This design comes from an exercise in tuning for small area and a short achievable clock period on the open sky130 flow, not from production work.
RTL that was checked went through simulation tests only; none was proved equivalent to the original.
No activity file was given, so power comes from the tool's default toggle rates.

== run A ==
// matrix_mul
module matrix_mul
#(
  parameter int N  = matrix_mul_pkg::N,
  parameter int DW = matrix_mul_pkg::DW,
  parameter int OW = matrix_mul_pkg::OW
) (
  input  logic              clk,
  input  logic              rst_n,
  input  logic              in_valid,
  input  logic [N*N*DW-1:0] a_i,
  input  logic [N*N*DW-1:0] b_i,
  output logic              out_valid,
  output logic [N*N*OW-1:0] y_o
);
  localparam int MW = N * N * DW;
  localparam int RW = 10;   
  localparam int LAT = 3;
  logic [LAT-1:0] v_q;
  always_ff @(posedge clk or negedge rst_n) begin
    if (!rst_n) v_q <= '0;
    else        v_q <= {v_q[LAT-2:0], in_valid};
  end
  assign out_valid = v_q[LAT-1];
  logic [MW-1:0] a_q, b_q;
  assign a_q = a_i;
  assign b_q = b_i;
  for (genvar i = 0; i < N; i++) begin : g_row
    for (genvar j = 0; j < N; j++) begin : g_col
      logic [N*DW-1:0] col;
      logic [RW-1:0]   dot;
      logic [RW-1:0]   y_q;
      for (genvar k = 0; k < N; k++) begin : g_k
        assign col[k*DW +: DW] = b_q[(k*N+j)*DW +: DW];
      end
      matrix_mul_dot u_dot (.clk(clk), .row_i(a_q[i*N*DW +: N*DW]), .col_i(col), .dot_o(dot));
      always_ff @(posedge clk) y_q <= dot;
      assign y_o[(i*N+j)*OW +: OW] = {{(OW-RW){1'b0}}, y_q};
    end
  end
endmodule
clock: 5.5 ns
lec_check: 0
cap_margin: 20
core_margin: 2
core_utilization: 68
cts_cluster_diameter: 100
cts_cluster_size: 24
setup_slack_margin: 3.25
slew_margin: 20
synth_hierarchical: 1
synth_minimum_keep_size: 0
standard.sh (not shown) runs the stock make flow with config.mk's settings and CLKGATE_MAP_FILE= SYNTH_SCRIPT=/design/flow/synth_recipe.tcl, a recipe that flattens the netlist after the stock synthesis.
==> flow/flow/run.sh <==
#!/bin/bash
# The standard layout (standard.sh), except that the port buffers that
# buffer_ports inserts are buf_4 instead of the default cell (a slow delay buffer).
# Each tool's full output goes to standard.log in this folder.
export BUFFER_PORTS_ARGS="-buffer_cell sky130_fd_sc_hd__buf_4"
bash standard.sh > standard.log 2>&1
Here is what was changed in the inputs of run B compared with run A.
- a change of CORE_UTILIZATION from 68 to 40
- a deleted CTS_CLUSTER_SIZE that had been 24
- a deleted CTS_CLUSTER_DIAMETER that had been 100
- Clock tree buffer count of the final layout ends up higher on run B.
- Against run A, full die area in run B came out worse.
- Total power (lower): run A
- Summary: shortest period the worst path allows, run B worse than run A
- Run A -> run B: simple-gate area share of the yosys netlist delta 0, exact match
- Going from run A to run B, via count grew slightly.
- On worst path required time: between run B and run A, it ends up higher for run B.
Setup changes, run B to run C
- an added CTS_CLUSTER_DIAMETER of 100
- a change of CORE_UTILIZATION from 40 to 68
- an added CTS_CLUSTER_SIZE of 24
==> flow/flow/run.sh <==
#!/bin/bash
# The standard layout (standard.sh), with the port buffers chosen here instead
# of buffer_ports' default cell (a slow delay buffer): buf_2 on the outputs, placed
# with the rest at global placement, and buf_4 on the inputs (each drives 16
# gates), added right after global placement so that the timing-driven placer's
# remove_buffers does not take them out again.
# Each tool's full output goes to standard.log in this folder.
export BUFFER_PORTS_ARGS="-outputs -buffer_cell sky130_fd_sc_hd__buf_2"
export POST_GLOBAL_PLACE_TCL=$PWD/flow/inbuf.tcl
bash standard.sh > standard.log 2>&1
==> flow/flow/inbuf.tcl (new file) <==
# Buffer every input port (the standard flow buffers them at global placement,
# where this flow buffers only the outputs, with a smaller cell).
buffer_ports -inputs -buffer_cell sky130_fd_sc_hd__buf_4
### Flow results
Run C has completed all stages; timing, DRC and antenna checks passed.
Note that the total placed cells including tap cells recorded for run B amounts to 1.13 times the value seen in run C.
Comparing the two runs side by side, run C comes out ahead of run B on HPWL after detailed placement.
Summary — share of power burned in the clock network, run C relative to run B: lower, by 11 points.
The maximum frequency number comes out lower for run B vs run C.
Run comparison: run C top layer used by detailed routing met4; run B top layer used by detailed routing met5
[run C] wire length per cell after detailed routing rose 4.5% relative to run B
Compared to run B, the routing of run C uses less wire.
A timing endpoint of the critical path of g_row[2].g_col[1].u_dot.r216 is what run C shows, while g_row[2].g_col[0].u_dot.r216 belongs to run B.
Run C: global-route wire length before repair about 7% below run B
Vias: run C fewer than run B

========
matrix_mul, a different RTL version from the one above (not shown whole).
For scale: about 3500 cells after synthesis, ~930 flip-flops, ~390 I/O pins.
==> flow/config.mk <==
export PLATFORM = sky130hd
export DESIGN_NAME = matrix_mul
export DESIGN_NICKNAME = matrix_mul
export VERILOG_FILES = /design/flow/design.v
export SDC_FILE = /design/flow/constraint.sdc
export NUM_CORES = 4
export LEC_CHECK = 0
export CAP_MARGIN = 20
export CORE_MARGIN = 2
export CORE_UTILIZATION = 72
export CTS_CLUSTER_DIAMETER = 100
export CTS_CLUSTER_SIZE = 24
export SETUP_SLACK_MARGIN = 3.25
export SLEW_MARGIN = 20
export SYNTH_HIERARCHICAL = 1
export SYNTH_MINIMUM_KEEP_SIZE = 0
==> flow/constraint.sdc <==
create_clock -name core_clock -period 5.5 [get_ports {clk}]
set_input_delay 1.1000 -clock core_clock [delete_from_list [all_inputs] [get_ports {clk}]]
set_output_delay 1.1000 -clock core_clock [all_outputs]
set_load 0.01 [all_outputs]
==> flow/flow/run.sh <==
#!/bin/bash
# The standard layout (standard.sh), with the port buffers chosen here instead
# of buffer_ports' default cell (a slow delay buffer): buf_2 on the outputs, placed
# with the rest at global placement, and buf_4 on the inputs (each drives 16
# gates), added right after global placement so that the timing-driven placer's
# remove_buffers does not take them out again.
# Each tool's full output goes to standard.log in this folder.
export BUFFER_PORTS_ARGS="-outputs -buffer_cell sky130_fd_sc_hd__buf_2"
export POST_GLOBAL_PLACE_TCL=$PWD/flow/inbuf.tcl
bash standard.sh > standard.log 2>&1
==> flow/flow/inbuf.tcl <==
# Buffer every input port (the standard flow buffers them at global placement,
# where this flow buffers only the outputs, with a smaller cell).
buffer_ports -inputs -buffer_cell sky130_fd_sc_hd__buf_4
The first run completed without violations.
==> next run, changes <==
- CORE_UTILIZATION: 72 -> 62
The new run produced a clean layout.
Wire length rose by a few percent.
Via count goes down slightly.
Core utilization came out lower by 11 points.
Fmax stays flat.
Worst setup slack improved by 4.5 ps.
Worst hold slack improves by 12 ps.
Synthesized cell count stays the same.
==> next run, changes <==
==> flow/flow/run.sh (replaced) <==
#!/bin/bash
# The standard layout (standard.sh), except that the port buffers that
# buffer_ports inserts are buf_4 instead of the default cell (a slow delay buffer).
# Each tool's full output goes to standard.log in this folder.
export BUFFER_PORTS_ARGS="-buffer_cell sky130_fd_sc_hd__buf_4"
bash standard.sh > standard.log 2>&1
- CORE_UTILIZATION: 62 -> 68
removed: flow/flow/inbuf.tcl
Result: Via count is higher by about 2.5%; setup slack is about the same; power increases by 4.0%.

========
## oak
RTL: one of the versions met above, not the one the previous note started from.
Size in the first run: ~3300 cells after synthesis, roughly 920 flip-flops, roughly 390 I/O pins, roughly 43000 µm² of cells after synthesis.
Settings: LEC_CHECK=0, CAP_MARGIN=20, CORE_MARGIN=2, CORE_UTILIZATION=75, CTS_CLUSTER_DIAMETER=100, CTS_CLUSTER_SIZE=24, SETUP_SLACK_MARGIN=3.25, SLEW_MARGIN=20, SYNTH_HIERARCHICAL=1, SYNTH_MINIMUM_KEEP_SIZE=0; clock period 5.5 ns.
==> flow/flow/run.sh <==
#!/bin/bash
# The standard layout (standard.sh), except that the port buffers that
# buffer_ports inserts are buf_4 instead of the default cell (a slow delay buffer).
# Each tool's full output goes to standard.log in this folder.
export BUFFER_PORTS_ARGS="-buffer_cell sky130_fd_sc_hd__buf_4"
bash standard.sh > standard.log 2>&1
The following lists how pine was set up differently from oak:
- CORE_UTILIZATION changed from 75 to 60
--- outcome ---
Worst setup slack for register-to-register paths is higher on pine. Area after synthesis: oak vs pine identical. The design area of pine is higher than that of oak. Lower clock network power share was reported by oak, not pine. Of pine and oak, it is pine that has the lower minimum period implied by the final worst setup slack. Final-layout clock-cell area share of pine is on par with oak. oak has higher initial cell density of the core than pine. STATUS minimum setup slack after placement: pine loses against oak. The higher post-synthesis to final-layout area growth came out of pine. pine gives more wire length of the first global-routing pass than oak did. More vias were needed by oak than by pine.
Inputs modified between pine and birch:
- swapping 60 for 40 in CORE_UTILIZATION
- swapping 24 for 30 in CTS_CLUSTER_SIZE
==> notes.md <==
No run among pine and birch stopped early or left any final violation; all are clean. Total power: birch vs pine, no meaningful difference. As of birch, wire length had fallen by a few percent compared to pine. Termination of the worst setup path = g_row[0].g_col[0].u_dot.r216$_DFF_P_: pine; termination of the worst setup path = g_row[2].g_col[0].u_dot.r216$_DFF_P_: birch. Compared with pine, in birch area added between synthesis and finish higher; part of the total power dissipated in combinational logic dropped 0.7 points; minimum setup slack in the final design went down by 0.036 ns. First-iteration DRC count on birch is ahead of pine. As far as number of cells traversed by the worst register-to-register path goes, pine and birch are indistinguishable; the numbers are identical. Going from pine to birch, proportion of total power due to net switching fell 0.20 points, fraction of final layout cells sized beyond drive strength 1 up 0.70 points.
Setup changes, birch to maple
- changing CTS_CLUSTER_SIZE from 30 to 20
- changing CTS_CLUSTER_DIAMETER from 100 to 80
Results
maple vs. birch: total power now larger, global-route usage over all layers now larger, combinational cell fraction of total power now smaller, buffer share of cell area now larger. Sort birch and maple by worst setup slack asc -> top: birch. Of birch and maple, maple shows the higher count of placed standard cells in the final layout, fillers left out, with birch below it. Total CTS buffers, birch and maple: larger value in maple. Row average detailed-routed wire length per instance: maple higher / birch lower. In maple, the sequential share of layout area came out 0.53 points below the value in birch.

========
== build 31 ==
matrix_mul, a different RTL version from the one above (not shown whole).
Size: ~3300 cells after synthesis, roughly 920 flip-flops, ~390 I/O pins, about 43000 µm² of cells after synthesis.
clock: 5.5 ns
lec_check: 0
cap_margin: 20
core_margin: 2
core_utilization: 40
setup_slack_margin: 3.15
slew_margin: 20
synth_hierarchical: 1
synth_minimum_keep_size: 0
Scripts as last shown in full above: flow/flow/run.sh
Modified inputs, build 7 compared to build 31
==> flow/flow/run.sh <==
#!/bin/bash
# The standard layout (standard.sh), except that the port buffers that
# buffer_ports inserts are buf_2 instead of the default cell (a slow delay buffer).
# Each tool's full output goes to standard.log in this folder.
export BUFFER_PORTS_ARGS="-buffer_cell sky130_fd_sc_hd__buf_2"
bash standard.sh > standard.log 2>&1
On cell-internal power, build 31 loses to build 7. Going from build 31 to build 7, number of global-route vias before repair picked up an extra about 2%, wire length went up by 3.6 mm, number of vias per cell went up. Build 31 → build 7: setup slack after layout shows an increase of 0.029 ns; met2 routing resource usage after global routing saw an increase; worst hold margin increased 0.016 ns. The normalized max-slew margin in build 7 sits 10 points below the value recorded for build 31. Summary of build 7 over build 31: ratio of cells with drive above 1 in the final layout higher, post-synthesis to final-layout area growth decreased by 1.5 points relative to the old numbers.
> inputs changed (build 7 -> build 69)
- SETUP_SLACK_MARGIN: 3.15 -> 3.25
==> flow/flow/run.sh <==
#!/bin/bash
# The standard layout (standard.sh), except that the port buffers that
# buffer_ports inserts are buf_4 instead of the default cell (a slow delay buffer).
# Each tool's full output goes to standard.log in this folder.
export BUFFER_PORTS_ARGS="-buffer_cell sky130_fd_sc_hd__buf_4"
bash standard.sh > standard.log 2>&1
Findings:
Build 69 finished every step from synthesis to the final layout, and the layout passed the timing, design-rule and antenna checks. Build 7 was carried through to the last stage, and its layout satisfied the timing, design-rule and antenna checks. Build 69 vs build 7 — cell area power density dropped by a few percent. Taking build 7 as the reference, in build 69 number of detailed-routing iterations run before antenna repair went down by 1; power fell about 1%.
Function was not checked in any run of this note: the RTL went through the layout flow alone.

==> afterwards: timing with drivers on the ports <==
The results above use ideal ports. As a check the final layouts listed here were re-extracted and re-timed, cells and wires unchanged.
Step 1 assumes that a clkbuf_16 drives the clock port and a buf_2 every other input.
Step 2 adds t to the input delays and takes it off the output delays; t is the mean of the earliest and latest rising clock arrival at the registers after step 1. Input paths then give back, and output paths get back, about the clock's delay inside the block.
a / b / c = ideal / step 1 / step 2; a / b = the first two.
run	t, ns	setup slack, ns	clock arrival spread, ns	worst register clock-pin slew, ns	cell pins on the clock port's net
run A	0.672	3.203 / 3.203 / 2.744	0.033 / 0.033	0.10 / 0.10	1
run B	0.736	3.169 / 3.164 / 2.689	0.036 / 0.036	0.06 / 0.06	1
run C	0.683	3.187 / 3.187 / 2.742	0.025 / 0.026	0.10 / 0.10	1
the first run of note 2	0.680	3.273 / 3.211 / 2.731	0.020 / 0.020	0.10 / 0.10	1
the second run of note 2	0.677	3.278 / 3.225 / 2.632	0.031 / 0.031	0.10 / 0.10	1
the third run of note 2	0.665	3.280 / 3.216 / 2.672	0.030 / 0.029	0.10 / 0.10	1
oak	0.677	3.130 / 3.130 / 2.714	0.034 / 0.033	0.10 / 0.10	1
pine	0.678	3.201 / 3.185 / 2.716	0.036 / 0.035	0.10 / 0.10	1
birch	0.681	3.166 / 3.166 / 2.728	0.038 / 0.038	0.12 / 0.12	1
maple	0.735	3.172 / 3.155 / 2.712	0.040 / 0.040	0.09 / 0.09	1
build 31	0.744	3.137 / 3.135 / 2.683	0.038 / 0.039	0.06 / 0.06	1
build 7	0.738	3.166 / 3.131 / 2.470	0.029 / 0.029	0.07 / 0.07	1
build 69	0.744	3.213 / 3.150 / 2.747	0.032 / 0.032	0.06 / 0.06	1
After both steps setup and hold are still met in every run listed. For build 7, which loses most, drivers alone change the setup slack by -0.035 ns; drivers and shift together by -0.696 ns.
